Context: an optimization exercise on an open-source flow, tuned for small area, a short achievable clock period and few clock cycles. The choices shown serve that exercise and are no tape-out recipe.
The RTL was checked by simulation tests, not by an equivalence proof against the original design.
Power and IR drop assume default switching activity.

**flow/flow/run.sh**
```bash
#!/bin/bash
# Own layout flow: the standard flow with two changes.
#  1. After the standard synthesis, full-adder cells are rewired to their
#     complemented inputs/outputs where that removes inverters
#     (fa_polarity.py; same logic function, same registers).
#  2. Ports are buffered with a small buffer instead of the default delay cell.
# Each tool's output goes to a log file of its own in the work folder.
set -euo pipefail
W=$(pwd)
R=$W/orfs/results/$FLOW_PLATFORM/mac_acc_array/base
bash standard.sh "$R/1_2_yosys.v" > "$W/flow_synth.log" 2>&1
cp "$R/1_2_yosys.v" "$W/1_2_yosys.standard.v"
python3 "$W/flow/fa_polarity.py" "$W/1_2_yosys.standard.v" "$R/1_2_yosys.v" > "$W/flow_fa_polarity.log" 2>&1
touch "$R/1_2_yosys.v" "$R/1_2_yosys.sdc"
BUFFER_PORTS_ARGS="-buffer_cell ${PORT_BUFFER:-sky130_fd_sc_hd__buf_1}" \
  bash standard.sh finish > "$W/flow_layout.log" 2>&1
```
**flow/flow/fa_polarity.py**
```python
#!/usr/bin/env python3
"""Remove inverters around full-adder cells in a mapped netlist.

A full adder is self-dual: FA(~a, ~b, ~c) = (~sum, ~cout). For each fa cell
this rewires it to the complemented inputs and outputs whenever that leaves
fewer inverters, then drops inverters left without loads. The logic function
of every net that is kept is unchanged.

Usage: fa_polarity.py IN.v OUT.v
"""
import re
import sys

INV = "sky130_fd_sc_hd__inv_1"
cell_re = re.compile(r"^  (sky130_fd_sc_hd__\w+) (\S+)\s+\(\n((?:    \.\w+\([^)]*\),?\n)+)  \);\n", re.M)
pin_re = re.compile(r"\.(\w+)\(([^)]*)\)")
OUTPINS = {"X", "Y", "Q", "Q_N", "COUT", "SUM", "HI", "LO"}

src = open(sys.argv[1]).read()
cells = {}
order = []
spans = []
for m in cell_re.finditer(src):
    typ, name, body = m.group(1), m.group(2), m.group(3)
    pins = dict((p, n.strip()) for p, n in pin_re.findall(body))
    cells[name] = [typ, pins]
    order.append(name)
    spans.append((m.start(), m.end()))
first, last = spans[0][0], spans[-1][1]
head, tail = src[:first], src[last:]
assert "sky130_fd_sc_hd__" not in tail and "sky130_fd_sc_hd__" not in head, "unparsed cells"
assert all(spans[i][1] == spans[i + 1][0] for i in range(len(spans) - 1)), "cells not contiguous"

drv = {}
loads = {}
def rebuild():
    drv.clear(); loads.clear()
    for c, (t, pins) in cells.items():
        for p, n in pins.items():
            if p in OUTPINS:
                drv[n] = (c, p)
            else:
                loads.setdefault(n, []).append((c, p))
rebuild()

# nets that are module ports: their loads include the outside world
ports = set()
for m in re.finditer(r"^\s*(input|output)\s+(?:\[[^\]]*\]\s*)?([^;]+);", head, re.M):
    for n in m.group(2).split(","):
        ports.add(n.strip())
def is_port(n):
    return n in ports or n.split("[")[0].strip() in ports

def inv_driver(n):
    d = drv.get(n)
    if d and cells[d[0]][0] == INV:
        return d[0]
    return None

def inv_from(n):
    for (c, p) in loads.get(n, []):
        if cells[c][0] == INV:
            return c
    return None

newid = [0]
newwires = []
def new_net():
    newid[0] += 1
    n = f"_fapol{newid[0]}_"
    newwires.append(n)
    return n
def new_inv(a, y):
    newid[0] += 1
    c = f"_fapolinv{newid[0]}_"
    cells[c] = [INV, {"A": a, "Y": y}]
    order.append(c)
    drv[y] = (c, "Y")
    loads.setdefault(a, []).append((c, "A"))
    return c

def delta(f):
    t, pins = cells[f]
    ins = [pins["A"], pins["B"], pins["CIN"]]
    if len(set(ins)) < 3:
        return None
    d = 0
    for x in ins:
        i = inv_driver(x)
        if i:
            if len(loads.get(x, [])) == 1 and not is_port(x):
                d -= 1
        elif not inv_from(x):
            d += 1
    for p in ("SUM", "COUT"):
        o = pins[p]
        if is_port(o):
            d += 1
            continue
        ls = loads.get(o, [])
        invs = [c for (c, _) in ls if cells[c][0] == INV and not is_port(cells[c][1]["Y"])]
        d -= len(invs)
        if len(ls) > len(invs):
            d += 1
    return d

def flip(f):
    t, pins = cells[f]
    for p in ("A", "B", "CIN"):
        x = pins[p]
        loads[x].remove((f, p))
        i = inv_driver(x)
        if i:
            y = cells[i][1]["A"]
        else:
            j = inv_from(x)
            if j:
                y = cells[j][1]["Y"]
            else:
                y = new_net()
                new_inv(x, y)
        pins[p] = y
        loads.setdefault(y, []).append((f, p))
    for p in ("SUM", "COUT"):
        o = pins[p]
        on = new_net()
        pins[p] = on
        drv[on] = (f, p)
        del drv[o]
        ls = list(loads.get(o, []))
        rest = []
        for (c, cp) in ls:
            if cells[c][0] == INV and not is_port(cells[c][1]["Y"]):
                z = cells[c][1]["Y"]
                for (c2, p2) in loads.get(z, []):
                    cells[c2][1][p2] = on
                    loads.setdefault(on, []).append((c2, p2))
                loads[z] = []
                del drv[z]
                cells[c][1]["A"] = None  # mark dead
            else:
                rest.append((c, cp))
        loads[o] = []
        if rest or is_port(o):
            loads[o] = rest
            new_inv(on, o)

def sweep():
    # drop inverters whose output has no loads (and is no port)
    removed = 0
    changed = True
    while changed:
        changed = False
        for c in list(cells):
            t, pins = cells[c]
            if t != INV:
                continue
            if pins["A"] is None:
                del cells[c]; removed += 1; changed = True
                continue
            y = pins["Y"]
            if not loads.get(y) and not is_port(y):
                a = pins["A"]
                if (c, "A") in loads.get(a, []):
                    loads[a].remove((c, "A"))
                drv.pop(y, None)
                del cells[c]; removed += 1; changed = True
    return removed

import os
MAXF = int(os.environ.get("MAXFLIPS", "1000000"))
nflips = 0
n_inv0 = sum(1 for c in cells.values() if c[0] == INV)
for it in range(20):
    gain = 0
    for f in [c for c in order if c in cells and cells[c][0].startswith("sky130_fd_sc_hd__fa_")]:
        d = delta(f)
        if d is not None and d < 0 and nflips < MAXF:
            nflips += 1
            flip(f)
            sweep()
            gain += 1
    if not gain:
        break
sweep()
n_inv1 = sum(1 for c in cells.values() if c[0] == INV)

out = [head]
for c in order:
    if c not in cells:
        continue
    t, pins = cells[c]
    body = ",\n".join(f"    .{p}({n}{' ' if n.startswith(chr(92)) else ''})" for p, n in pins.items())
    sp = " " if c.startswith(chr(92)) else ""
    out.append(f"  {t} {c}{sp} (\n{body}\n  );\n")
out.append(tail)
text = "".join(out)
if newwires:
    # declare the new nets right after the module header
    k = text.index(";\n", text.index("module ")) + 2
    text = text[:k] + "".join(f"  wire {n};\n" for n in newwires) + text[k:]
open(sys.argv[2], "w").write(text)
print(f"fa_polarity: inverters {n_inv0} -> {n_inv1}")
```
**flow/standard.sh**
```bash
#!/bin/bash
# synth_recipe.tcl (not shown) runs the flow's synth.tcl, then flattens the netlist and writes it again
# the make line also repeats each setting of config.mk as NAME=value (left out here)
make -C /OpenROAD-flow-scripts/flow DESIGN_CONFIG=/design/flow/config.mk WORK_HOME=/design/flow/orfs CLKGATE_MAP_FILE= SYNTH_SCRIPT=/design/flow/synth_recipe.tcl "${@:-finish}"
```
**flow/config.mk**
```make
export PLATFORM = sky130hd
export DESIGN_NAME = mac_acc_array
export DESIGN_NICKNAME = mac_acc_array
export VERILOG_FILES = /design/flow/design.v
export SDC_FILE = /design/flow/constraint.sdc
export NUM_CORES = 4
export LEC_CHECK = 0
export ABC_AREA = 1
export CAP_MARGIN = 20
export CORE_MARGIN = 2
export CORE_UTILIZATION = 40
export SETUP_SLACK_MARGIN = 2.5
export SLEW_MARGIN = 20
```
**flow/constraint.sdc**
```tcl
create_clock -name core_clock -period 5.6 [get_ports {clk}]
set_input_delay 1.1200 -clock core_clock [delete_from_list [all_inputs] [get_ports {clk}]]
set_output_delay 1.1200 -clock core_clock [all_outputs]
set_load 0.01 [all_outputs]
```
**flow/design.v**
```verilog
package mac_pkg;
    localparam int MAC_DW = 8;
    localparam int PW = 2 * MAC_DW + 2;
    typedef enum logic {
        IDLE,
        ACC
    } acc_state_e;
    function automatic logic signed [PW-1:0] mul_ext(
        input logic [MAC_DW-1:0] a,
        input logic              a_sgn,
        input logic [MAC_DW-1:0] w,
        input logic              w_sgn
    );
        logic signed [MAC_DW:0] ax;
        logic signed [MAC_DW:0] wx;
        ax = $signed({a_sgn & a[MAC_DW-1], a});
        wx = $signed({w_sgn & w[MAC_DW-1], w});
        mul_ext = ax * wx;
    endfunction
endpackage
module mac_lane (
    input  logic        clk,
    input  logic        take,     
    input  logic        v,        
    input  logic [7:0]  a,
    input  logic [7:0]  w,
    input  logic        a_sgn,
    input  logic        w_sgn,
    input  logic        clr,      
    output logic [23:0] q,
    output logic        ovf
);
    logic [7:0] pp [8];
    logic [6:0] px, py;
    logic       pz, km, kf, ke;
    for (genvar i = 0; i < 8; i++) begin : g_pp
        assign pp[i] = w & {8{a[i]}};
    end
    for (genvar i = 0; i < 7; i++) begin : g_px
        assign px[i] = (a[7] & w[i]) ^ a_sgn;
        assign py[i] = (a[i] & w[7]) ^ w_sgn;
    end
    assign pz = (a[7] & w[7]) ^ a_sgn ^ w_sgn;
    assign km = a_sgn ^ w_sgn;
    assign kf = a_sgn & w_sgn;
    assign ke = a_sgn | w_sgn;
    logic n1, n2, n3, n4, n5, n6, n7, n8, n9, n10, n11, n12, n13, n14, n15, n16, n17, n18, n19, n20, n21, n22, n23, n24, n25, n26, n27, n28, n29, n30, n31, n32, n33, n34, n35, n36, n37, n38, n39, n40, n41, n42, n43, n44, n45, n46, n47, n48, n49, n50, n51, n52, n53, n54, n55, n56, n57, n58, n59, n60, n61, n62, n63, n64, n65, n66, n67, n68, n69, n70, n71, n72, n73, n74, n75, n76, n77, n78, n79, n80, n81, n82, n83, n84;
    assign n1 = pp[0][6] ^ pp[1][5];
    assign n2 = pp[0][6] & pp[1][5];
    assign n3 = pp[1][6] ^ pp[2][5] ^ pp[3][4];
    assign n4 = (pp[1][6] & pp[2][5]) | (pp[1][6] & pp[3][4]) | (pp[2][5] & pp[3][4]);
    assign n5 = pp[4][3] ^ pp[5][2] ^ pp[6][1];
    assign n6 = (pp[4][3] & pp[5][2]) | (pp[4][3] & pp[6][1]) | (pp[5][2] & pp[6][1]);
    assign n7 = pp[2][6] ^ pp[3][5] ^ pp[4][4];
    assign n8 = (pp[2][6] & pp[3][5]) | (pp[2][6] & pp[4][4]) | (pp[3][5] & pp[4][4]);
    assign n9 = pp[5][3] ^ pp[6][2] ^ py[1];
    assign n10 = (pp[5][3] & pp[6][2]) | (pp[5][3] & py[1]) | (pp[6][2] & py[1]);
    assign n11 = pp[3][6] ^ pp[4][5] ^ pp[5][4];
    assign n12 = (pp[3][6] & pp[4][5]) | (pp[3][6] & pp[5][4]) | (pp[4][5] & pp[5][4]);
    assign n13 = pp[0][4] ^ pp[1][3];
    assign n14 = pp[0][4] & pp[1][3];
    assign n15 = pp[0][5] ^ pp[1][4] ^ pp[2][3];
    assign n16 = (pp[0][5] & pp[1][4]) | (pp[0][5] & pp[2][3]) | (pp[1][4] & pp[2][3]);
    assign n17 = pp[3][2] ^ pp[4][1];
    assign n18 = pp[3][2] & pp[4][1];
    assign n19 = pp[2][4] ^ pp[3][3] ^ pp[4][2];
    assign n20 = (pp[2][4] & pp[3][3]) | (pp[2][4] & pp[4][2]) | (pp[3][3] & pp[4][2]);
    assign n21 = pp[5][1] ^ pp[6][0] ^ n1;
    assign n22 = (pp[5][1] & pp[6][0]) | (pp[5][1] & n1) | (pp[6][0] & n1);
    assign n23 = py[0] ^ px[0] ^ km;
    assign n24 = (py[0] & px[0]) | (py[0] & km) | (px[0] & km);
    assign n25 = n2 ^ n3 ^ n5;
    assign n26 = (n2 & n3) | (n2 & n5) | (n3 & n5);
    assign n27 = px[1] ^ kf ^ n4;
    assign n28 = (px[1] & kf) | (px[1] & n4) | (kf & n4);
    assign n29 = n6 ^ n7 ^ n9;
    assign n30 = (n6 & n7) | (n6 & n9) | (n7 & n9);
    assign n31 = pp[6][3] ^ py[2] ^ px[2];
    assign n32 = (pp[6][3] & py[2]) | (pp[6][3] & px[2]) | (py[2] & px[2]);
    assign n33 = n8 ^ n11 ^ n10;
    assign n34 = (n8 & n11) | (n8 & n10) | (n11 & n10);
    assign n35 = pp[4][6] ^ pp[5][5] ^ pp[6][4];
    assign n36 = (pp[4][6] & pp[5][5]) | (pp[4][6] & pp[6][4]) | (pp[5][5] & pp[6][4]);
    assign n37 = py[3] ^ px[3] ^ n12;
    assign n38 = (py[3] & px[3]) | (py[3] & n12) | (px[3] & n12);
    assign n39 = pp[5][6] ^ pp[6][5] ^ py[4];
    assign n40 = (pp[5][6] & pp[6][5]) | (pp[5][6] & py[4]) | (pp[6][5] & py[4]);
    assign n41 = pp[0][3] ^ pp[1][2];
    assign n42 = pp[0][3] & pp[1][2];
    assign n43 = pp[2][2] ^ pp[3][1] ^ pp[4][0];
    assign n44 = (pp[2][2] & pp[3][1]) | (pp[2][2] & pp[4][0]) | (pp[3][1] & pp[4][0]);
    assign n45 = pp[5][0] ^ n14 ^ n17;
    assign n46 = (pp[5][0] & n14) | (pp[5][0] & n17) | (n14 & n17);
    assign n47 = n18 ^ n16 ^ n19;
    assign n48 = (n18 & n16) | (n18 & n19) | (n16 & n19);
    assign n49 = n20 ^ n23 ^ n22;
    assign n50 = (n20 & n23) | (n20 & n22) | (n23 & n22);
    assign n51 = n24 ^ n27 ^ n26;
    assign n52 = (n24 & n27) | (n24 & n26) | (n27 & n26);
    assign n53 = n31 ^ n28 ^ n33;
    assign n54 = (n31 & n28) | (n31 & n33) | (n28 & n33);
    assign n55 = n35 ^ n32 ^ n37;
    assign n56 = (n35 & n32) | (n35 & n37) | (n32 & n37);
    assign n57 = px[4] ^ n36 ^ n39;
    assign n58 = (px[4] & n36) | (px[4] & n39) | (n36 & n39);
    assign n59 = pp[6][6] ^ py[5] ^ px[5];
    assign n60 = (pp[6][6] & py[5]) | (pp[6][6] & px[5]) | (py[5] & px[5]);
    assign n61 = pp[0][2] ^ pp[1][1];
    assign n62 = pp[0][2] & pp[1][1];
    assign n63 = pp[2][1] ^ pp[3][0] ^ n41;
    assign n64 = (pp[2][1] & pp[3][0]) | (pp[2][1] & n41) | (pp[3][0] & n41);
    assign n65 = n42 ^ n13 ^ n43;
    assign n66 = (n42 & n13) | (n42 & n43) | (n13 & n43);
    assign n67 = n44 ^ n15 ^ n45;
    assign n68 = (n44 & n15) | (n44 & n45) | (n15 & n45);
    assign n69 = n46 ^ n21 ^ n47;
    assign n70 = (n46 & n21) | (n46 & n47) | (n21 & n47);
    assign n71 = n48 ^ n25 ^ n49;
    assign n72 = (n48 & n25) | (n48 & n49) | (n25 & n49);
    assign n73 = n50 ^ n29 ^ n51;
    assign n74 = (n50 & n29) | (n50 & n51) | (n29 & n51);
    assign n75 = n30 ^ n52 ^ n53;
    assign n76 = (n30 & n52) | (n30 & n53) | (n52 & n53);
    assign n77 = n34 ^ n55 ^ n54;
    assign n78 = (n34 & n55) | (n34 & n54) | (n55 & n54);
    assign n79 = n38 ^ n57 ^ n56;
    assign n80 = (n38 & n57) | (n38 & n56) | (n57 & n56);
    assign n81 = n40 ^ n59 ^ n58;
    assign n82 = (n40 & n59) | (n40 & n58) | (n59 & n58);
    assign n83 = py[6] ^ px[6] ^ n60;
    assign n84 = (py[6] & px[6]) | (py[6] & n60) | (px[6] & n60);
    logic [31:0] rows_d, rows_q;
    assign rows_d = {ke, ke, ke, n84, pz, n82, n83, n80, n81, n78, n79, n76, n77, n74, n75, n72, n73, n70, n71, n68, n69, n66, n67, n64, n65, n62, n63, n61, pp[2][0], pp[1][0], pp[0][1], pp[0][0]};
    always_ff @(posedge clk) rows_q <= take ? rows_d : '0;
    logic [17:0] r0, r1, x, y;
    logic [15:0] g, p, cy, t;
    assign r0 = {rows_q[31], rows_q[30], rows_q[29], rows_q[27], rows_q[25], rows_q[23], rows_q[21], rows_q[19], rows_q[17], rows_q[15], rows_q[13], rows_q[11], rows_q[9], rows_q[7], rows_q[5], rows_q[3], rows_q[1], rows_q[0]};
    assign r1 = {1'b0, 1'b0, 1'b0, rows_q[28], rows_q[26], rows_q[24], rows_q[22], rows_q[20], rows_q[18], rows_q[16], rows_q[14], rows_q[12], rows_q[10], rows_q[8], rows_q[6], rows_q[4], rows_q[2], 1'b0};
    assign x = {r0[17:16] ^ r1[17:16], r0[15:0] ^ r1[15:0] ^ q[15:0]};
    assign y = {(r0[16:0] & r1[16:0]) | ({1'b0, r0[15:0]} & {1'b0, q[15:0]}) | ({1'b0, r1[15:0]} & {1'b0, q[15:0]}), 1'b0};
    assign g = x[15:0] & y[15:0];
    assign p = x[15:0] ^ y[15:0];
    logic gk0_1, pk0_1;
    assign gk0_1 = g[1] | (p[1] & g[0]);
    assign pk0_1 = p[1] & p[0];
    logic gk0_3, pk0_3;
    assign gk0_3 = g[3] | (p[3] & g[2]);
    assign pk0_3 = p[3] & p[2];
    logic gk0_5, pk0_5;
    assign gk0_5 = g[5] | (p[5] & g[4]);
    assign pk0_5 = p[5] & p[4];
    logic gk0_7, pk0_7;
    assign gk0_7 = g[7] | (p[7] & g[6]);
    assign pk0_7 = p[7] & p[6];
    logic gk0_9, pk0_9;
    assign gk0_9 = g[9] | (p[9] & g[8]);
    assign pk0_9 = p[9] & p[8];
    logic gk0_11, pk0_11;
    assign gk0_11 = g[11] | (p[11] & g[10]);
    assign pk0_11 = p[11] & p[10];
    logic gk0_13, pk0_13;
    assign gk0_13 = g[13] | (p[13] & g[12]);
    assign pk0_13 = p[13] & p[12];
    logic gk0_15, pk0_15;
    assign gk0_15 = g[15] | (p[15] & g[14]);
    assign pk0_15 = p[15] & p[14];
    logic gk1_2, pk1_2;
    assign gk1_2 = g[2] | (p[2] & gk0_1);
    assign pk1_2 = p[2] & pk0_1;
    logic gk1_3, pk1_3;
    assign gk1_3 = gk0_3 | (pk0_3 & gk0_1);
    assign pk1_3 = pk0_3 & pk0_1;
    logic gk1_6, pk1_6;
    assign gk1_6 = g[6] | (p[6] & gk0_5);
    assign pk1_6 = p[6] & pk0_5;
    logic gk1_7, pk1_7;
    assign gk1_7 = gk0_7 | (pk0_7 & gk0_5);
    assign pk1_7 = pk0_7 & pk0_5;
    logic gk1_10, pk1_10;
    assign gk1_10 = g[10] | (p[10] & gk0_9);
    assign pk1_10 = p[10] & pk0_9;
    logic gk1_11, pk1_11;
    assign gk1_11 = gk0_11 | (pk0_11 & gk0_9);
    assign pk1_11 = pk0_11 & pk0_9;
    logic gk1_14, pk1_14;
    assign gk1_14 = g[14] | (p[14] & gk0_13);
    assign pk1_14 = p[14] & pk0_13;
    logic gk1_15, pk1_15;
    assign gk1_15 = gk0_15 | (pk0_15 & gk0_13);
    assign pk1_15 = pk0_15 & pk0_13;
    logic gk2_4, pk2_4;
    assign gk2_4 = g[4] | (p[4] & gk1_3);
    assign pk2_4 = p[4] & pk1_3;
    logic gk2_5, pk2_5;
    assign gk2_5 = gk0_5 | (pk0_5 & gk1_3);
    assign pk2_5 = pk0_5 & pk1_3;
    logic gk2_6, pk2_6;
    assign gk2_6 = gk1_6 | (pk1_6 & gk1_3);
    assign pk2_6 = pk1_6 & pk1_3;
    logic gk2_7, pk2_7;
    assign gk2_7 = gk1_7 | (pk1_7 & gk1_3);
    assign pk2_7 = pk1_7 & pk1_3;
    logic gk2_12, pk2_12;
    assign gk2_12 = g[12] | (p[12] & gk1_11);
    assign pk2_12 = p[12] & pk1_11;
    logic gk2_13, pk2_13;
    assign gk2_13 = gk0_13 | (pk0_13 & gk1_11);
    assign pk2_13 = pk0_13 & pk1_11;
    logic gk2_14, pk2_14;
    assign gk2_14 = gk1_14 | (pk1_14 & gk1_11);
    assign pk2_14 = pk1_14 & pk1_11;
    logic gk2_15, pk2_15;
    assign gk2_15 = gk1_15 | (pk1_15 & gk1_11);
    assign pk2_15 = pk1_15 & pk1_11;
    logic gk3_8, pk3_8;
    assign gk3_8 = g[8] | (p[8] & gk2_7);
    assign pk3_8 = p[8] & pk2_7;
    logic gk3_9, pk3_9;
    assign gk3_9 = gk0_9 | (pk0_9 & gk2_7);
    assign pk3_9 = pk0_9 & pk2_7;
    logic gk3_10, pk3_10;
    assign gk3_10 = gk1_10 | (pk1_10 & gk2_7);
    assign pk3_10 = pk1_10 & pk2_7;
    logic gk3_11, pk3_11;
    assign gk3_11 = gk1_11 | (pk1_11 & gk2_7);
    assign pk3_11 = pk1_11 & pk2_7;
    logic gk3_12, pk3_12;
    assign gk3_12 = gk2_12 | (pk2_12 & gk2_7);
    assign pk3_12 = pk2_12 & pk2_7;
    logic gk3_13, pk3_13;
    assign gk3_13 = gk2_13 | (pk2_13 & gk2_7);
    assign pk3_13 = pk2_13 & pk2_7;
    logic gk3_14, pk3_14;
    assign gk3_14 = gk2_14 | (pk2_14 & gk2_7);
    assign pk3_14 = pk2_14 & pk2_7;
    logic gk3_15, pk3_15;
    assign gk3_15 = gk2_15 | (pk2_15 & gk2_7);
    assign pk3_15 = pk2_15 & pk2_7;
    assign cy[0] = g[0];
    assign cy[1] = gk0_1;
    assign cy[2] = gk1_2;
    assign cy[3] = gk1_3;
    assign cy[4] = gk2_4;
    assign cy[5] = gk2_5;
    assign cy[6] = gk2_6;
    assign cy[7] = gk2_7;
    assign cy[8] = gk3_8;
    assign cy[9] = gk3_9;
    assign cy[10] = gk3_10;
    assign cy[11] = gk3_11;
    assign cy[12] = gk3_12;
    assign cy[13] = gk3_13;
    assign cy[14] = gk3_14;
    assign cy[15] = gk3_15;
    assign t = p ^ {cy[14:0], 1'b0};
    logic [7:0]  hi, hi_nx;
    logic [1:0]  u0;
    logic        is_max, is_min, dn0, dn1, up0, up1;
    logic        inc, dec, pos, neg, keep, zero, ones;
    assign hi     = q[23:16];
    assign is_max = hi == 8'h7f;
    assign is_min = hi == 8'h80;
    assign u0     = x[17:16] + y[17:16];
    assign dn0    = u0 == 2'b11;
    assign dn1    = u0 == 2'b10;
    assign up0    = u0 == 2'b01;
    assign up1    = u0 == 2'b00;
    assign inc    = cy[15] ? up1 && !is_max : up0 && !is_max;
    assign dec    = cy[15] ? dn1 && !is_min : dn0 && !is_min;
    assign pos    = cy[15] ? up1 && is_max : up0 && is_max;
    assign neg    = cy[15] ? dn1 && is_min : dn0 && is_min;
    assign keep   = !(inc || dec || clr);
    assign hi_nx  = ({8{inc && !clr}} & (hi + 8'd1)) | ({8{dec && !clr}} & (hi - 8'd1)) | ({8{keep}} & hi);
    assign zero   = neg || clr;
    assign ones   = pos && !clr;
    always_ff @(posedge clk) begin
        q   <= {hi_nx, (t & ~{16{zero}}) | {16{ones}}};
        ovf <= !clr && (ovf || pos || neg);
    end
endmodule
module mac_acc_array #(
    parameter int DW    = mac_pkg::MAC_DW,
    parameter int LANES = 8,
    parameter int ACCW  = 2 * DW + 8
) (
    input  logic                  clk,
    input  logic                  rst_n,
    input  logic                  in_valid,
    output logic                  in_ready,
    input  logic [LANES*DW-1:0]   A,
    input  logic [LANES*DW-1:0]   W,
    input  logic                  Asigned,
    input  logic                  Wsigned,
    input  logic                  acc_clr,
    input  logic                  acc_last,
    output logic                  out_valid,
    input  logic                  out_ready,
    output logic [LANES*ACCW-1:0] Q,
    output logic [LANES-1:0]      ovf
);
    logic take;
    logic v1;
    logic last1;
    logic in_burst;
    logic clr;
    logic blk;
    assign in_ready = !blk && (!out_valid || out_ready);
    assign take     = in_valid && !(v1 && last1) && (!out_valid || out_ready);
    assign clr = take && (acc_clr || !(v1 || in_burst));
    always_ff @(posedge clk or negedge rst_n) begin
        if (!rst_n) begin
            v1        <= 1'b0;
            blk       <= 1'b0;
            in_burst  <= 1'b0;
            out_valid <= 1'b0;
        end else begin
            v1        <= take;
            blk       <= take && acc_last;
            out_valid <= (v1 && last1) || (out_valid && !out_ready);
            if (v1) begin
                in_burst <= !last1;
            end
        end
    end
    always_ff @(posedge clk) begin
        last1 <= acc_last;
    end
    for (genvar i = 0; i < LANES; i++) begin : g_lane
        mac_lane u_lane (
            .clk  (clk),
            .take (take),
            .v    (v1),
            .clr  (clr),
            .a    (A[i*DW +: DW]),
            .w    (W[i*DW +: DW]),
            .a_sgn(Asigned),
            .w_sgn(Wsigned),
            .q    (Q[i*ACCW +: ACCW]),
            .ovf  (ovf[i])
        );
    end
endmodule
```
==> impl_metrics.env, run 1 <==
export IMPL_startpoint_type="input port"
export IMPL_setup_violations_final=0
export IMPL_p_sw_mw=7.71
export IMPL_crit_fanout=15
export IMPL_antenna_found_initial=25
export IMPL_syn_instance_count=3903
export IMPL_holdPathEnd="in_burst"
export IMPL_finalSetupTns_ns=0
export IMPL_swShare_pct=43.7
export IMPL_grt_pass1_wl_um=143000
export IMPL_portBuffers=337
export IMPL_grt_pass1_vias=25300
export IMPL_wire_per_inst_um=17.6
export IMPL_cts_hold_buffers_added=0
export IMPL_ir_drop_mv=0.233
export IMPL_grt_ovfl_total=0
export IMPL_hold_path_depth=1
export IMPL_clk_latency_ns=0.62
export IMPL_cts_tree="done"
export IMPL_cts_sinks=438
export IMPL_cts_buffers=54
export IMPL_dr_first_iter_drc_count=1410
export IMPL_area_delta_synth_final_pct=13.8
export IMPL_grt_usage_pct=21.2
export IMPL_cpPeakStageDelay_ns=0.57
export IMPL_start_util_pct=40.5
export IMPL_final_cells=5224
export IMPL_worstHoldStart="last1"
export IMPL_maxCapViolCount=0
export IMPL_hpwlAfterDp_um=70600
export IMPL_powerDensity_nw_per_um2=465
export IMPL_die_x_um=293
export IMPL_critPathMostFrequentCell="fa_1"
export IMPL_rsz0062_at_grt="true"
export IMPL_final_max_slew_viol_count=0
export IMPL_dieArea_um2=85700
export IMPL_boundaryPins=338
export IMPL_drc=0
export IMPL_cp_end_kind="flop"
export IMPL_crit_chain="clkbuf_16 -> inv_8 -> ha_4 -> inv_6 -> fa_1 -> fa_1 -> fa_2 -> nor2_1"
export IMPL_dp_cells=5087
export IMPL_hold_path_class="reg2reg"
export IMPL_postSynthAreaPerCell_um2=8.54
export IMPL_path_buf_inv=3
export IMPL_synth_area_um2=33300
export IMPL_outcome="complete, no violations"
export IMPL_core_rowCount=105
export IMPL_root_buffer="clkbuf_16"
export IMPL_worst_pin_slew_ns=1.13
export IMPL_layout_commonest_cell="nand2_1"
export IMPL_power_frac_comb_pct=49.5
export IMPL_path_class="in2reg"
export IMPL_gp_congestion=0.871
export IMPL_synthesis_nets=4673
export IMPL_cp_top_family="adder cells"
export IMPL_r2r_slack_ns=2.67
export IMPL_nets=4871
export IMPL_dr_pass1_iters=5
export IMPL_clk_pin_slew_worst_paths_ns=0.06
export IMPL_cpMaxStageDelayCell="fa_2"
export IMPL_r2r_end="g_lane[4].u_lane.q[18]"
export IMPL_p_int_mw=9.93
export IMPL_cts_max_level=2
export IMPL_die_h_um=293
export IMPL_cp_data_arrival_time_ns=3.51
export IMPL_drive_gt1_share_pct=9.99
export IMPL_clkPwrFrac_pct=21.0
export IMPL_finalCritPeriodShare_pct=54.3
export IMPL_vias=25600
export IMPL_routed_wl_um=92000
export IMPL_detail_route_vias_per_cell=4.90
export IMPL_grt_max_degree=167
export IMPL_mostFrequentLayoutCells="860 x nand2_1, 462 x inv_1, 430 x dfxtp_1"
export IMPL_clock_fmax_ghz=0.329
export IMPL_p_leak_nw=17.5
export IMPL_final_util_pct=46.1
export IMPL_required_ns=6.07
export IMPL_layout_min_cycle_time_ns=3.04
export IMPL_ys_warn_count=3
export IMPL_cts_buffer_depth=3
export IMPL_pwr_share_seq_pct=29.5
export IMPL_core_region_area_um2=82400
export IMPL_hold_violations=0
export IMPL_relSlewSlack_pct=24.4
export IMPL_finClkSkew_ns=0.0289
export IMPL_reg2regPathDepth=12
export IMPL_r2r_start="g_lane[4].u_lane.q[3]"
export IMPL_ant_nets=0
[layer usage]
metal / up-vias / wire length, um / global-route usage, %
li1: 12600 / - / -
met1: 12300 / 43000 / 30.0
met2: 610 / 40200 / 32.3
met3: 130 / 6310 / 4.92
met4: 28 / 2290 / 6.03
met5: - / 163 / 0
[state kept, by name (all words and copies together) (netlist names)]
signal	count
out_valid	1
v1	1
last1	1
in_burst	1
g_lane.u_lane.rows_q	233
blk	1
g_lane.u_lane.q	192
g_lane.u_lane.ovf	8
[power groups by stage]
| stage | combinational [mW] | clock, mW | sequential (mW) |
|---|---|---|---|
| floorplan | 6.47 | 0 | 5.13 |
| global placement | 8.45 | 0 | 5.29 |
| detailed placement | 8.62 | 0 | 5.28 |
| CTS | 8.73 | 3.82 | 5.22 |
| global route | 10.1 | 3.92 | 5.36 |
| finish | 8.73 | 3.71 | 5.20 |
[final cells by class]
type / count / area, um2
Antenna cell: 11 / 27.5
Clock buffer: 68 / 1470
Clock inverter: 30 / 399
Fill cell: 8025 / 44400
Inverter: 468 / 1780
Multi-Input combinational cell: 2765 / 22300
Sequential cell: 438 / 8800
Tap cell: 1070 / 1340
Timing Repair Buffer: 374 / 1810
[how the worst max path moves through the flow]
| stage | startpoint | to | slack (ns) | cells past startpoint |
|---|---|---|---|---|
| global route | out_ready | g_lane[7].u_lane.q[13] | 2.46 | 9 |
| CTS | g_lane[3].u_lane.q[11] | g_lane[3].u_lane.q[3] | 2.50 | 14 |
| floorplan | Wsigned | g_lane[6].u_lane.rows_q[17] | 2.01 | 9 |
| detailed placement | Wsigned | g_lane[3].u_lane.rows_q[13] | 1.19 | 8 |
| global placement | Asigned | g_lane[7].u_lane.rows_q[13] | 1.25 | 7 |
| finish | Wsigned | g_lane[3].u_lane.rows_q[13] | 2.56 | 8 |
[per-stage QoR]
stage	power, mW	hold WS [ns]	setup slack, ns	area (um2)
finish	17.6	0.434	2.56	37900
global route	19.4	0.435	2.46	37900
CTS	17.8	0.431	2.50	37400
detailed placement	13.9	0.432	1.19	35300
global placement	13.7	0.427	1.25	35300
floorplan	11.6	0.407	2.01	34500
[timing repair]
action,in CTS,in global routing
cloned,0,5
gates resized for setup,93,91
hold endpoints to repair,0,0
setup endpoints to repair,268,228
pin swaps,1,8
setup buffers,1,22
Testbench counts, summed over its fixed seeds: cycles 32,255.
==> run 2: changes to the inputs <==
--- a/flow/config.mk
+++ b/flow/config.mk
@@ -11,3 +11,3 @@
 export CORE_UTILIZATION = 40
-export SETUP_SLACK_MARGIN = 2.5
+export SETUP_SLACK_MARGIN = 2.6
 export SLEW_MARGIN = 20
==> impl_metrics.env, run 2 <==
export IMPL_outcome="complete, no violations"
export IMPL_ant_nets=0
export IMPL_boundaryPins=338
export IMPL_layout_commonest_cell="nand2_1"
export IMPL_reg2regPathDepth=9
export IMPL_drive_gt1_share_pct=11.9
export IMPL_area_delta_synth_final_pct=15.2
export IMPL_regMostFlops="g_lane.u_lane.rows_q"
export IMPL_cts_tree="done"
export IMPL_startpoint_type="input port"
export IMPL_r2r_end="g_lane[1].u_lane.q[5]"
export IMPL_drc=0
export IMPL_crit_chain="buf_2 -> nand2_1 -> xor2_1 -> fa_2 -> fa_1 -> fa_2 -> fa_1 -> nor2_1"
export IMPL_core_rowCount=105
export IMPL_nets=4891
export IMPL_cts_max_level=2
export IMPL_root_buffer="clkbuf_16"
export IMPL_syn_instance_count=3903
export IMPL_synth_area_um2=33300
export IMPL_ys_warn_count=3
export IMPL_cts_hold_buffers_added=0
export IMPL_mostFrequentLayoutCells="858 x nand2_1, 460 x inv_1, 424 x dfxtp_1"
export IMPL_top_layer_used="met5"
export IMPL_synthesis_nets=4673
export IMPL_cpPeakStageDelay_ns=0.53
export IMPL_r2r_slack_ns=2.79
export IMPL_wire_per_inst_um=17.4
export IMPL_crit_path_start="W[55]"
export IMPL_grt_max_degree=157
export IMPL_finalCritPeriodShare_pct=54.3
export IMPL_gp_congestion=0.869
export IMPL_dieArea_um2=85700
export IMPL_grt_usage_pct=21.5
export IMPL_crit_fanout=8
export IMPL_path_buf_inv=1
export IMPL_ir_drop_mv=0.222
export IMPL_clock_fmax_ghz=0.329
export IMPL_die_x_um=293
export IMPL_p_leak_nw=17.8
export IMPL_powerDensity_nw_per_um2=466
export IMPL_setup_violations_final=0
export IMPL_vias=25800
export IMPL_dr_first_iter_drc_count=1679
export IMPL_finalSetupTns_ns=0
export IMPL_hpwlAfterDp_um=69500
export IMPL_layout_min_cycle_time_ns=3.04
export IMPL_cts_buffers=56
export IMPL_cts_buffer_depth=3
export IMPL_wl_met2_um=39900
export IMPL_worst_pin_slew_ns=0.853
export IMPL_hold_violations=0
export IMPL_path_class="in2reg"
export IMPL_cts_sinks=438
export IMPL_rsz0062_at_grt="true"
export IMPL_grt_ovfl_total=0
export IMPL_top_regs="g_lane.u_lane.rows_q: 233 flops, g_lane.u_lane.q: 192 flops, g_lane.u_lane.ovf: 8 flops"
export IMPL_fill_cells=7921
export IMPL_antenna_found_initial=21
export IMPL_final_max_slew_viol_count=0
export IMPL_detail_route_vias_per_cell=4.92
export IMPL_crit_cells=8
export IMPL_largest_reg_flops=233
export IMPL_cp_data_arrival_time_ns=3.49
export IMPL_portBuffers=337
export IMPL_die_h_um=293
export IMPL_whs_ns=0.346
export IMPL_clk_pin_slew_worst_paths_ns=0.06
export IMPL_required_ns=6.05
export IMPL_maxCapViolCount=0
export IMPL_cpMaxStageDelayCell="fa_1"
export IMPL_dr_pass1_iters=5
export IMPL_relSlewSlack_pct=43.0
export IMPL_finClkSkew_ns=0.0160
export IMPL_cp_top_family="adder cells"
export IMPL_r2r_start="g_lane[1].u_lane.q[11]"
export IMPL_grt_pass1_wl_um=145000
export IMPL_cp_end_kind="flop"
export IMPL_postSynthAreaPerCell_um2=8.54
export IMPL_clk_latency_ns=0.60
export IMPL_drt_met1_wl_um=43300
export IMPL_endpoint="g_lane[6].u_lane.rows_q[17]"
export IMPL_start_util_pct=40.5
export IMPL_routed_wl_um=91100
export IMPL_core_region_area_um2=82400
export IMPL_hold_path_class="in2async"
export IMPL_p_total_mw=17.9
export IMPL_met3_length_um=5680
export IMPL_grt_pass1_vias=25600
run 2: changes by cell type in the layout (fill, tap and decap cells not counted), sizes merged:
cell,before,now
clkbuf,126,149
diode,11,7
inv,471,468
buf,316,318
clkinv,12,13
clkinvlp,7,6
nand2,909,910
nand3,222,221
run 2: area by class of cell:
type                    count  area, um2  share of cell area (%)
diodes                      7       17.5                  0.0456
clock buffers              75       1630                    4.25
clock inverters            27        352                   0.915
inverters                 468       1780                    4.63
multi-input cells        2765      22400                    58.3
flip-flops and latches    438       8800                    22.9
well taps                1070       1340                    3.48
repair buffers            392       2090                    5.45
run 2: worst min-delay path by stage:
| stage | endpoint | cells past startpoint |
|---|---|---|
| floorplan | in_burst | 1 |
| global placement | in_burst | 1 |
| detailed placement | in_burst | 1 |
| CTS | out_valid | 1 |
| global route | out_valid | 1 |
| finish | out_valid | 1 |
run 2: what timing repair did:
item	in CTS	in global routing
setup endpoints to repair	284	227
gates resized for setup	156	134
gates cloned	1	2
buffers inserted	20	22
pin swaps	3	15
run 2: power by group:
part	internal (mW)	switching, mW	total (mW)
Clock	2.40	1.47	3.87
Sequential	4.12	1.03	5.15
Combinational	3.65	5.24	8.88
Total	10.2	7.74	17.9
run 2: metrics by stage:
stage          util, %  instances  worst slack, ns  instance area [um2]
5_1_grt           46.6       5241             2.53                38400
4_1_cts           46.0       5211             2.58                37900
3_5_place_dp      42.9       5088             1.23                35300
3_3_place_gp      42.9       5088             1.24                35300
2_1_floorplan        -       3903             2.01                34500
6_report          46.7       5242             2.56                38400
run 2: layer usage:
metal,up-vias,global-route usage [%]
met5,-,0
met4,24,5.69
met3,126,4.63
met2,623,32.9
met1,12400,30.6
li1,12600,-
==> run 3: changes to the inputs <==
--- a/flow/config.mk
+++ b/flow/config.mk
@@ -11,3 +11,5 @@
 export CORE_UTILIZATION = 40
-export SETUP_SLACK_MARGIN = 2.6
+export CTS_CLUSTER_DIAMETER = 80
+export CTS_CLUSTER_SIZE = 25
+export SETUP_SLACK_MARGIN = 2.5
 export SLEW_MARGIN = 20
==> impl_metrics.env, run 3 <==
export IMPL_outcome="complete, no violations"
export IMPL_startpoint_type="input port"
export IMPL_dp_cells=5087
export IMPL_critPathMostFrequentCell="fa_1"
export IMPL_cts_sinks=438
export IMPL_cts_tree="done"
export IMPL_dr_first_iter_drc_count=1461
export IMPL_cpPeakStageDelay_ns=0.52
export IMPL_portBuffers=337
export IMPL_hold_violations=0
export IMPL_r2r_end="g_lane[5].u_lane.q[5]"
export IMPL_core_region_area_um2=82400
export IMPL_cts_hold_buffers_added=0
export IMPL_clock_fmax_ghz=0.322
export IMPL_crit_fanout=7
export IMPL_drive_gt1_share_pct=9.76
export IMPL_regMostFlops="g_lane.u_lane.rows_q"
export IMPL_crit_chain="clkbuf_16 -> buf_16 -> buf_12 -> xor2_1 -> fa_2 -> fa_1 -> fa_1 -> fa_1 -> nor2_1"
export IMPL_antenna_found_initial=25
export IMPL_ys_warn_count=3
export IMPL_crit_cells=9
export IMPL_cts_buffers=37
export IMPL_cts_buffer_depth=3
export IMPL_syn_instance_count=3903
export IMPL_cp_end_kind="flop"
export IMPL_root_buffer="clkbuf_16"
export IMPL_power_frac_comb_pct=52.0
export IMPL_r2r_start="g_lane[5].u_lane.q[9]"
export IMPL_powerDensity_nw_per_um2=449
export IMPL_gp_congestion=0.871
export IMPL_routed_wl_um=92100
export IMPL_cp_top_family="adder cells"
export IMPL_start_util_pct=40.5
export IMPL_finalCritPeriodShare_pct=55.5
export IMPL_grt_max_degree=167
export IMPL_detail_route_vias_per_cell=4.91
export IMPL_boundaryPins=338
export IMPL_nets=4863
export IMPL_endpoint="g_lane[3].u_lane.rows_q[17]"
export IMPL_mostFrequentLayoutCells="859 x nand2_1, 462 x inv_1, 429 x dfxtp_1"
export IMPL_dr_pass1_iters=6
export IMPL_layout_commonest_cell="nand2_1"
export IMPL_area_delta_synth_final_pct=12.6
export IMPL_finalSetupTns_ns=0
export IMPL_die_h_um=293
export IMPL_clkPwrFrac_pct=17.1
export IMPL_maxCapViolCount=0
export IMPL_cts_max_level=2
export IMPL_top_regs="g_lane.u_lane.rows_q: 233 flops, g_lane.u_lane.q: 192 flops, g_lane.u_lane.ovf: 8 flops"
export IMPL_swShare_pct=45.9
export IMPL_crit_path_start="Wsigned"
export IMPL_grt_pass1_vias=25200
export IMPL_vias=25600
export IMPL_layout_min_cycle_time_ns=3.11
export IMPL_reg2regPathDepth=13
export IMPL_required_ns=6.05
export IMPL_path_buf_inv=3
export IMPL_finClkSkew_ns=0.0221
export IMPL_clk_pin_slew_worst_paths_ns=0.09
export IMPL_final_cells=5204
export IMPL_cp_data_arrival_time_ns=3.56
export IMPL_worst_pin_slew_ns=1.00
export IMPL_drc=0
export IMPL_rsz0062_at_grt="true"
export IMPL_p_leak_nw=17.3
export IMPL_hold_path_class="reg2reg"
export IMPL_p_int_mw=9.12
export IMPL_final_max_slew_viol_count=0
export IMPL_grt_usage_pct=21.1
export IMPL_cpMaxStageDelayCell="fa_1"
export IMPL_path_class="in2reg"
export IMPL_relSlewSlack_pct=33.2
export IMPL_core_rowCount=105
export IMPL_postSynthAreaPerCell_um2=8.54
export IMPL_ir_drop_mv=0.195
export IMPL_synth_area_um2=33300
export IMPL_synthesis_nets=4673
export IMPL_r2r_slack_ns=2.65
export IMPL_pwr_share_seq_pct=30.8
export IMPL_grt_ovfl_total=0
export IMPL_dieArea_um2=85700
export IMPL_largest_reg_flops=233
export IMPL_hpwlAfterDp_um=70600
export IMPL_ant_nets=0
export IMPL_grt_pass1_wl_um=143000
export IMPL_setup_violations_final=0
export IMPL_die_x_um=293
export IMPL_clk_latency_ns=0.59
export IMPL_wire_per_inst_um=17.7
export IMPL_p_sw_mw=7.74
==> run 3: cell type report <==
type,instances,area [um2]
Antenna cell,15,37.5
Tap cell,1070,1340
Clock buffer,39,953
Inverter,468,1790
Fill cell,8075,44800
Clock inverter,26,375
Timing Repair Buffer,383,1930
Sequential cell,438,8800
Multi-Input combinational cell,2765,22300
==> run 3: how the worst min path moves through the flow <==
stage | endpoint | cells after the start | slack (ns) | start
final | in_burst | 1 | 0.44 | last1
after global routing | out_valid | 1 | 0.46 | rst_n
after CTS | in_burst | 1 | 0.44 | last1
after detailed placement | in_burst | 1 | 0.43 | last1
after global placement | in_burst | 1 | 0.43 | last1
after floorplan | in_burst | 1 | 0.41 | last1
==> run 3: power groups by stage <==
stage / clock network [mW] / registers (mW) / logic, mW
floorplan: 0 / 5.13 / 6.47
finish: 2.89 / 5.20 / 8.77
detailed placement: 0 / 5.28 / 8.62
CTS: 2.98 / 5.22 / 8.73
global placement: 0 / 5.29 / 8.45
global route: 3.10 / 5.35 / 10.1
==> run 3: what timing repair did <==
| action | in CTS | in global routing |
|---|---|---|
| gates cloned | 0 | 5 |
| gates resized for setup | 114 | 87 |
| pin swaps | 1 | 16 |
| buffers inserted | 2 | 30 |
| endpoints found under the setup margin | 272 | 215 |
==> run 3: metrics by stage <==
stage               setup slack [ns]  cell area, um2  util [%]  power (mW)  hold slack (ns)
floorplan                       2.01           34500         -        11.6            0.407
finish                          2.49           37600      45.6        16.9            0.439
CTS                             2.40           36900      44.8        16.9            0.444
global route                    2.38           37500      45.6        18.6            0.458
global placement                1.25           35300      42.9        13.7            0.427
detailed placement              1.19           35300      42.9        13.9            0.432
==> run 3: routing by layer <==
layer | vias to the layer above | GRT usage (%) | wire length (um)
li1 | 12500 | - | -
met1 | 12300 | 30.2 | 43200
met2 | 604 | 32.1 | 40400
met3 | 125 | 4.85 | 6190
met4 | 24 | 5.63 | 2130
met5 | - | 0 | 150
==> run 4: changes to the inputs <==
--- a/flow/config.mk
+++ b/flow/config.mk
@@ -13,3 +13,3 @@
 export CTS_CLUSTER_SIZE = 25
-export SETUP_SLACK_MARGIN = 2.5
+export SETUP_SLACK_MARGIN = 2.7
 export SLEW_MARGIN = 20
==> impl_metrics.env, run 4 <==
export IMPL_routed_wl_um=91900
export IMPL_cts_max_level=1
export IMPL_p_total_mw=16.7
export IMPL_root_buffer="clkbuf_16"
export IMPL_cpPeakStageDelay_ns=0.53
export IMPL_grt_max_degree=167
export IMPL_final_max_slew_viol_count=0
export IMPL_ir_drop_mv=0.303
export IMPL_path_class="in2reg"
export IMPL_detail_route_vias_per_cell=4.90
export IMPL_layout_setup_ws_ns=2.59
export IMPL_syn_instance_count=3903
export IMPL_crit_fanout=7
export IMPL_largest_reg_flops=233
export IMPL_die_h_um=293
export IMPL_cts_tree="done"
export IMPL_core_rowCount=105
export IMPL_ys_warn_count=3
export IMPL_hold_violations=0
export IMPL_ant_nets=0
export IMPL_start_util_pct=40.5
export IMPL_clk_pin_slew_worst_paths_ns=0.09
export IMPL_dr_first_iter_drc_count=1517
export IMPL_maxCapViolCount=0
export IMPL_crit_chain="clkbuf_16 -> buf_16 -> xor2_1 -> fa_2 -> fa_1 -> fa_2 -> fa_1 -> nor2_1"
export IMPL_drc=0
export IMPL_area_delta_synth_final_pct=14.2
export IMPL_grt_usage_pct=21.3
export IMPL_boundaryPins=338
export IMPL_cp_end_kind="flop"
export IMPL_nets=4870
export IMPL_clock_fmax_ghz=0.332
export IMPL_powerDensity_nw_per_um2=438
export IMPL_grt_pass1_wl_um=144000
export IMPL_finalSetupTns_ns=0
export IMPL_gp_congestion=0.852
export IMPL_synth_area_um2=33300
export IMPL_finClkSkew_ns=0.0216
export IMPL_cts_buffer_depth=3
export IMPL_required_ns=6.08
export IMPL_clk_latency_ns=0.62
export IMPL_layout_min_cycle_time_ns=3.01
export IMPL_antenna_found_initial=26
export IMPL_relSlewSlack_pct=27.0
export IMPL_hpwlAfterDp_um=69200
export IMPL_cp_top_family="adder cells"
export IMPL_drive_gt1_share_pct=12.1
export IMPL_dieArea_um2=85700
export IMPL_startpoint_type="input port"
export IMPL_synthesis_nets=4673
export IMPL_portBuffers=337
export IMPL_worst_pin_slew_ns=1.09
export IMPL_die_x_um=293
export IMPL_grt_ovfl_total=0
export IMPL_hold_path_class="in2async"
export IMPL_dr_pass1_iters=7
export IMPL_layout_commonest_cell="nand2_1"
export IMPL_setup_violations_final=0
export IMPL_mostFrequentLayoutCells="839 x nand2_1, 459 x inv_1, 419 x dfxtp_1"
export IMPL_grt_pass1_vias=25200
export IMPL_preCtsSetupSlack_ns=1.26
export IMPL_top_regs="g_lane.u_lane.rows_q: 233 flops, g_lane.u_lane.q: 192 flops, g_lane.u_lane.ovf: 8 flops"
export IMPL_cts_sinks=438
export IMPL_finalCritPeriodShare_pct=53.8
export IMPL_vias=25500
export IMPL_p_leak_nw=17.6
export IMPL_cpMaxStageDelayCell="fa_1"
export IMPL_regMostFlops="g_lane.u_lane.rows_q"
export IMPL_core_region_area_um2=82400
export IMPL_cts_buffers=31
export IMPL_rsz0062_at_grt="true"
export IMPL_path_buf_inv=2
export IMPL_outcome="complete, no violations"
export IMPL_cp_data_arrival_time_ns=3.49
export IMPL_wire_per_inst_um=17.7
export IMPL_postSynthAreaPerCell_um2=8.54
## run 4: worst paths after layout
check	slack [ns]	startpoint	cells after the start	end
max in group asynchronous	5.10	rst_n	1	v1
setup reg to reg	2.82	g_lane[1].u_lane.q[7]	14	g_lane[1].u_lane.q[3]
hold / removal	0.31	rst_n	1	blk
setup / recovery	2.59	Wsigned	8	g_lane[3].u_lane.rows_q[17]
hold reg to reg	0.43	last1	1	in_burst
min in group core_clock	0.43	last1	1	in_burst
## run 4: timing repair
item | CTS | global route
hold buffers | 0 | 0
buffers inserted | 14 | 27
gates resized for setup | 205 | 140
cloned | 5 | 5
pin swaps | 6 | 40
endpoints found under the setup margin | 278 | 242
## run 4: area by class of cell
type	count	area, um2
repair buffers	395	2290
inverters	468	1790
clock inverters	26	368
clock buffers	31	776
flip-flops and latches	438	8810
diodes	12	30.0
fillers	8067	44300
multi-input cells	2766	22700
well taps	1070	1340
## run 4: per-stage QoR
stage	instances	utilization, %	cell area [um2]	hold slack, ns
after floorplan	3903	-	34600	0.407
final	5206	46.2	38100	0.309
after CTS	5162	45.2	37300	0.271
after global routing	5205	46.2	38100	0.294
after global placement	5086	43.0	35400	0.430
after detailed placement	5086	43.0	35400	0.418
## run 4: layer usage
layer / part of all wire (%) / vias to the layer above / GRT usage, %
li1: - / 12500 / -
met3: 6.2 / 104 / 3.92
met2: 44 / 553 / 32.6
met1: 47 / 12300 / 31.2
met4: 1.9 / 26 / 4.82
met5: 0.18 / - / 0
## run 4: worst reg2reg max path: stages, from the launching register on
cell	delay, ns
dfxtp_1	0.35
fa_1	0.50
ha_1	0.34
nand2_1	0.11
inv_1	0.06
a21oi_1	0.20
nand2_2	0.14
nand2_2	0.14
nand2_1	0.08
nand2_2	0.14
inv_1	0.09
nor2_4	0.12
nand2_4	0.13
nand2_8	0.16
o21ai_0	0.09
## run 4: report_power, final
| part | internal [mW] | switching [mW] |
|---|---|---|
| clock network | 1.21 | 1.40 |
| logic | 3.69 | 5.23 |
| registers | 4.11 | 1.03 |
==> run 5: changes to the inputs <==
--- a/flow/config.mk
+++ b/flow/config.mk
@@ -13,3 +13,3 @@
 export CTS_CLUSTER_SIZE = 25
-export SETUP_SLACK_MARGIN = 2.7
+export SETUP_SLACK_MARGIN = 2.6
 export SLEW_MARGIN = 20
==> impl_metrics.env, run 5 <==
export IMPL_crit_path_start="Wsigned"
export IMPL_regMostFlops="g_lane.u_lane.rows_q"
export IMPL_mostFrequentLayoutCells="856 x nand2_1, 460 x inv_1, 425 x dfxtp_1"
export IMPL_hold_path_class="in2async"
export IMPL_wire_per_inst_um=17.4
export IMPL_drt_met1_wl_um=42900
export IMPL_final_util_pct=45.9
export IMPL_clk_pin_slew_worst_paths_ns=0.08
export IMPL_top_regs="g_lane.u_lane.rows_q: 233 flops, g_lane.u_lane.q: 192 flops, g_lane.u_lane.ovf: 8 flops"
export IMPL_drive_gt1_share_pct=11.3
export IMPL_area_delta_synth_final_pct=13.5
export IMPL_root_buffer="clkbuf_16"
export IMPL_dp_cells=5088
export IMPL_vias=25700
export IMPL_layout_commonest_cell="nand2_1"
export IMPL_start_util_pct=40.5
export IMPL_dpl_cell_area_um2=35300
export IMPL_grt_max_degree=157
export IMPL_required_ns=6.03
export IMPL_path_class="in2reg"
export IMPL_ys_warn_count=3
export IMPL_synth_area_um2=33300
export IMPL_r2r_start="g_lane[6].u_lane.q[2]"
export IMPL_cp_data_arrival_time_ns=3.48
export IMPL_synthesis_nets=4673
export IMPL_grt_pass1_vias=25300
export IMPL_nets=4868
export IMPL_detail_route_vias_per_cell=4.93
export IMPL_top_layer_used="met5"
export IMPL_rsz0062_at_grt="true"
export IMPL_design_area_um2=37800
export IMPL_dr_first_iter_drc_count=1675
export IMPL_cp_end_kind="flop"
export IMPL_reg2regPathDepth=12
export IMPL_dieArea_um2=85700
export IMPL_ant_nets=0
export IMPL_core_region_area_um2=82400
export IMPL_startpoint_type="input port"
export IMPL_relSlewSlack_pct=22.8
export IMPL_finClkSkew_ns=0.0317
export IMPL_r2r_end="g_lane[6].u_lane.q[20]"
export IMPL_met3_length_um=5620
export IMPL_finalSetupTns_ns=0
export IMPL_p_total_mw=16.9
export IMPL_core_rowCount=105
export IMPL_worst_pin_slew_ns=1.15
export IMPL_setup_violations_final=0
export IMPL_finalCritPeriodShare_pct=54.5
export IMPL_cts_max_level=2
export IMPL_cts_sinks=438
export IMPL_die_h_um=293
export IMPL_outcome="complete, no violations"
export IMPL_antenna_found_initial=23
export IMPL_dr_pass1_iters=5
export IMPL_final_max_slew_viol_count=0
export IMPL_routed_wl_um=90400
export IMPL_cts_hold_buffers_added=0
export IMPL_fill_cells=7992
export IMPL_boundaryPins=338
export IMPL_drc=0
export IMPL_cts_buffer_depth=3
export IMPL_grt_usage_pct=21.3
export IMPL_syn_instance_count=3903
export IMPL_grt_pass1_wl_um=144000
export IMPL_layout_min_cycle_time_ns=3.05
export IMPL_ir_drop_mv=0.215
export IMPL_p_leak_nw=17.5
export IMPL_hold_violations=0
export IMPL_portBuffers=337
export IMPL_cts_buffers=37
export IMPL_gp_congestion=0.869
export IMPL_largest_reg_flops=233
export IMPL_clk_latency_ns=0.59
export IMPL_r2r_slack_ns=2.77
export IMPL_final_cells=5206
export IMPL_postSynthAreaPerCell_um2=8.54
export IMPL_crit_fanout=8
export IMPL_die_x_um=293
export IMPL_grt_ovfl_total=0
export IMPL_maxCapViolCount=0
export IMPL_cts_tree="done"
export IMPL_hpwlAfterDp_um=69500
export IMPL_powerDensity_nw_per_um2=448
export IMPL_clock_fmax_ghz=0.328
export IMPL_wl_met2_um=39300
## run 5: per-layer routing
| metal | up-vias | track usage [%] |
|---|---|---|
| li1 | 12500 | - |
| met1 | 12300 | 30.7 |
| met2 | 642 | 32.1 |
| met3 | 125 | 4.89 |
| met4 | 24 | 5.58 |
| met5 | - | 0 |
## run 5: what timing repair did
item,CTS,global route
setup endpoints to repair,285,224
gates resized for setup,163,150
setup buffers,16,23
gates cloned,1,1
pin swaps,2,21
## run 5: worst max path at each step
stage,to,cells past startpoint
after floorplan,g_lane[6].u_lane.rows_q[17],9
after global placement,g_lane[3].u_lane.rows_q[15],7
after detailed placement,g_lane[2].u_lane.rows_q[15],7
after CTS,in_ready,4
after global routing,g_lane[7].u_lane.rows_q[17],8
final,g_lane[7].u_lane.rows_q[17],8
## run 5: stage by stage
step | setup slack [ns] | hold slack (ns)
4_1_cts | 2.58 | 0.343
6_report | 2.55 | 0.372
3_3_place_gp | 1.24 | 0.424
5_1_grt | 2.53 | 0.379
3_5_place_dp | 1.23 | 0.422
2_1_floorplan | 2.01 | 0.407
## run 5: final cells by class
cell class                 count  area (um2)  share of cell area, %
clock buffer                  39         976                   2.58
tap                         1070        1340                   3.54
inverter                     468        1780                   4.70
clock inverter                29         382                   1.01
multi-input combinational   2764       22500                   59.3
timing repair buffer         389        2090                   5.52
antenna                        9        22.5                 0.0595
sequential                   438        8800                   23.3
## run 5: where the power goes
group	total, mW	switching (mW)	internal [mW]
Combinational	8.87	5.23	3.64
Sequential	5.14	1.03	4.11
Clock	2.93	1.53	1.40
Total	16.9	7.79	9.15
## run 5: critical path: stages
cell and delay, ns:
clkbuf_16 0.15, buf_12 0.16, xor2_4 0.15, fa_2 0.36, fa_1 0.55, fa_2 0.45, fa_1 0.49, nor2_1 0.04
==> run 6: changes to the inputs <==
--- a/flow/config.mk
+++ b/flow/config.mk
@@ -10,3 +10,3 @@
 export CORE_MARGIN = 2
-export CORE_UTILIZATION = 40
+export CORE_UTILIZATION = 50
 export CTS_CLUSTER_DIAMETER = 80
==> impl_metrics.env, run 6 <==
export IMPL_die_x_um=262
export IMPL_nets=4860
export IMPL_clock_fmax_ghz=0.324
export IMPL_detail_route_vias_per_cell=5.08
export IMPL_antenna_found_initial=11
export IMPL_setup_violations_final=0
export IMPL_routed_wl_um=86200
export IMPL_cts_hold_buffers_added=0
export IMPL_finalSetupTns_ns=0
export IMPL_crit_fanout=7
export IMPL_syn_instance_count=3903
export IMPL_p_leak_nw=17.3
export IMPL_worst_pin_slew_ns=0.957
export IMPL_dieArea_um2=68800
export IMPL_drive_gt1_share_pct=10.6
export IMPL_ys_warn_count=3
export IMPL_cts_tree="done"
export IMPL_relSlewSlack_pct=36.2
export IMPL_use_met2_pct=37.2
export IMPL_top_regs="g_lane.u_lane.rows_q: 233 flops, g_lane.u_lane.q: 192 flops, g_lane.u_lane.ovf: 8 flops"
export IMPL_outcome="complete, no violations"
export IMPL_cts_buffers=35
export IMPL_cts_max_level=2
export IMPL_portBuffers=337
export IMPL_grt_pass1_vias=24800
export IMPL_clk_pin_slew_worst_paths_ns=0.09
export IMPL_dr_pass1_iters=5
export IMPL_cp_end_kind="flop"
export IMPL_grtUsageMet1_pct=37.7
export IMPL_grt_pass1_wl_um=137000
export IMPL_ir_drop_mv=0.251
export IMPL_required_ns=6.04
export IMPL_synth_area_um2=33300
export IMPL_grt_max_degree=199
export IMPL_root_buffer="clkbuf_16"
export IMPL_hold_violations=0
export IMPL_clk_latency_ns=0.58
export IMPL_gp_congestion=0.851
export IMPL_p_sw_mw=7.60
export IMPL_finalCritPeriodShare_pct=55.2
export IMPL_startpoint_type="input port"
export IMPL_vias=25300
export IMPL_busiest_layer="met1"
export IMPL_final_max_slew_viol_count=0
export IMPL_p_total_mw=16.6
export IMPL_wire_per_inst_um=17.3
export IMPL_hold_path_class="in2async"
export IMPL_p_int_mw=9.03
export IMPL_maxCapViolCount=0
export IMPL_grt_ovfl_total=0
export IMPL_powerDensity_nw_per_um2=444
export IMPL_ant_nets=0
export IMPL_swShare_pct=45.7
export IMPL_core_region_area_um2=65900
export IMPL_pwr_share_seq_pct=30.7
export IMPL_synthesis_nets=4673
export IMPL_clkPwrFrac_pct=16.0
export IMPL_cp_data_arrival_time_ns=3.53
export IMPL_core_rowCount=94
export IMPL_mostFrequentLayoutCells="859 x nand2_1, 460 x inv_1, 429 x dfxtp_1"
export IMPL_area_delta_synth_final_pct=12.2
export IMPL_start_util_pct=50.6
export IMPL_grt_usage_pct=24.7
export IMPL_cts_sinks=438
export IMPL_dr_first_iter_drc_count=1797
export IMPL_cts_buffer_depth=3
export IMPL_die_h_um=262
export IMPL_boundaryPins=338
export IMPL_layout_commonest_cell="nand2_1"
export IMPL_hpwlAfterDp_um=63600
export IMPL_layout_min_cycle_time_ns=3.09
export IMPL_regMostFlops="g_lane.u_lane.rows_q"
export IMPL_rsz0062_at_grt="true"
export IMPL_postSynthAreaPerCell_um2=8.54
export IMPL_grt_use_met3_pct=3.87
export IMPL_power_frac_comb_pct=53.3
export IMPL_drc=0
export IMPL_finClkSkew_ns=0.0216
export IMPL_path_class="in2reg"
export IMPL_largest_reg_flops=233
run 6: worst paths after layout:
check	to	cells after the start	slack, ns	from
worst min-delay path	out_valid	1	0.39	rst_n
max in group asynchronous	blk	1	4.96	rst_n
min in group core_clock	g_lane[6].u_lane.ovf	2	0.48	g_lane[6].u_lane.ovf
worst min register to register	g_lane[6].u_lane.ovf	2	0.48	g_lane[6].u_lane.ovf
worst max register to register	g_lane[2].u_lane.q[13]	13	2.78	g_lane[2].u_lane.q[7]
worst max-delay path	g_lane[5].u_lane.rows_q[17]	8	2.51	Wsigned
run 6: worst max-delay path, cell delays in order:
cell and delay (ns):
clkbuf_16 0.15, buf_16 0.17, xor2_4 0.16, fa_2 0.37, fa_1 0.58, fa_2 0.44, fa_1 0.48, nor2_1 0.04
run 6: per-layer routing:
layer	part of all wire [%]	up-vias	wire (um)
met5	0.12	-	101
met3	5.5	87	4710
li1	-	12500	-
met1	49	12100	42400
met4	1.8	16	1520
met2	43	582	37500
run 6: area by class of cell:
class / instances / area, um2
Sequential cell: 438 / 8790
Antenna cell: 5 / 12.5
Timing Repair Buffer: 381 / 2080
Multi-Input combinational cell: 2766 / 22500
Clock buffer: 35 / 876
Clock inverter: 29 / 318
Tap cell: 864 / 1080
Fill cell: 6256 / 28400
Inverter: 468 / 1810
run 6: what timing repair did:
item,4_1_cts,5_1_grt
resized for setup,145,127
setup endpoints to repair,230,228
pin swaps,3,26
buffers inserted,7,22
gates cloned,3,5
run 6: stage by stage:
stage	hold WS (ns)	instance area [um2]	util [%]	std cells	setup slack, ns
floorplan	0.407	34500	-	3903	2.01
global placement	0.458	35100	53.2	4880	1.47
detailed placement	0.471	35100	53.2	4880	1.47
CTS	0.361	36700	55.8	4954	2.49
global route	0.364	37400	56.8	4982	2.48
finish	0.389	37400	56.8	4986	2.51
run 6: power by group through the flow:
stage | clock [mW] | combinational [mW] | sequential, mW
floorplan | 0 | 6.47 | 5.13
global placement | 0 | 8.45 | 5.19
global route | 2.85 | 10.2 | 5.26
finish | 2.66 | 8.86 | 5.11
CTS | 2.75 | 8.72 | 5.12
detailed placement | 0 | 8.59 | 5.18

==> what the ideal ports hide <==
No port has a modelled driver above. Below, the same layouts with a new extraction and two added sets of constraints.
Step 1 assumes that a clkbuf_16 drives the clock port and a buf_2 every other input.
Step 2 adds t to the input delays and takes it off the output delays; t is the mean of the earliest and latest rising clock arrival at the registers after step 1. Input paths then give back, and output paths get back, about the clock's delay inside the block.
a / b / c = ideal ports / drivers / drivers and shift; a / b = the first two.
run | t (ns) | setup WS [ns] | worst register clock-pin slew, ns
run 1 | 0.663 | 2.561 / 2.451 / 1.787 | 0.07 / 0.07
run 2 | 0.657 | 2.560 / 2.569 / 1.913 | 0.06 / 0.06
run 3 | 0.629 | 2.490 / 2.392 / 1.763 | 0.10 / 0.10
run 4 | 0.676 | 2.588 / 2.535 / 1.859 | 0.10 / 0.10
run 5 | 0.636 | 2.548 / 2.504 / 1.868 | 0.10 / 0.10
run 6 | 0.632 | 2.510 / 2.528 / 1.896 | 0.10 / 0.10
After both steps setup and hold are still met in every run listed. For run 1, which loses most, drivers alone change the setup slack by -0.110 ns; drivers and shift together by -0.774 ns.
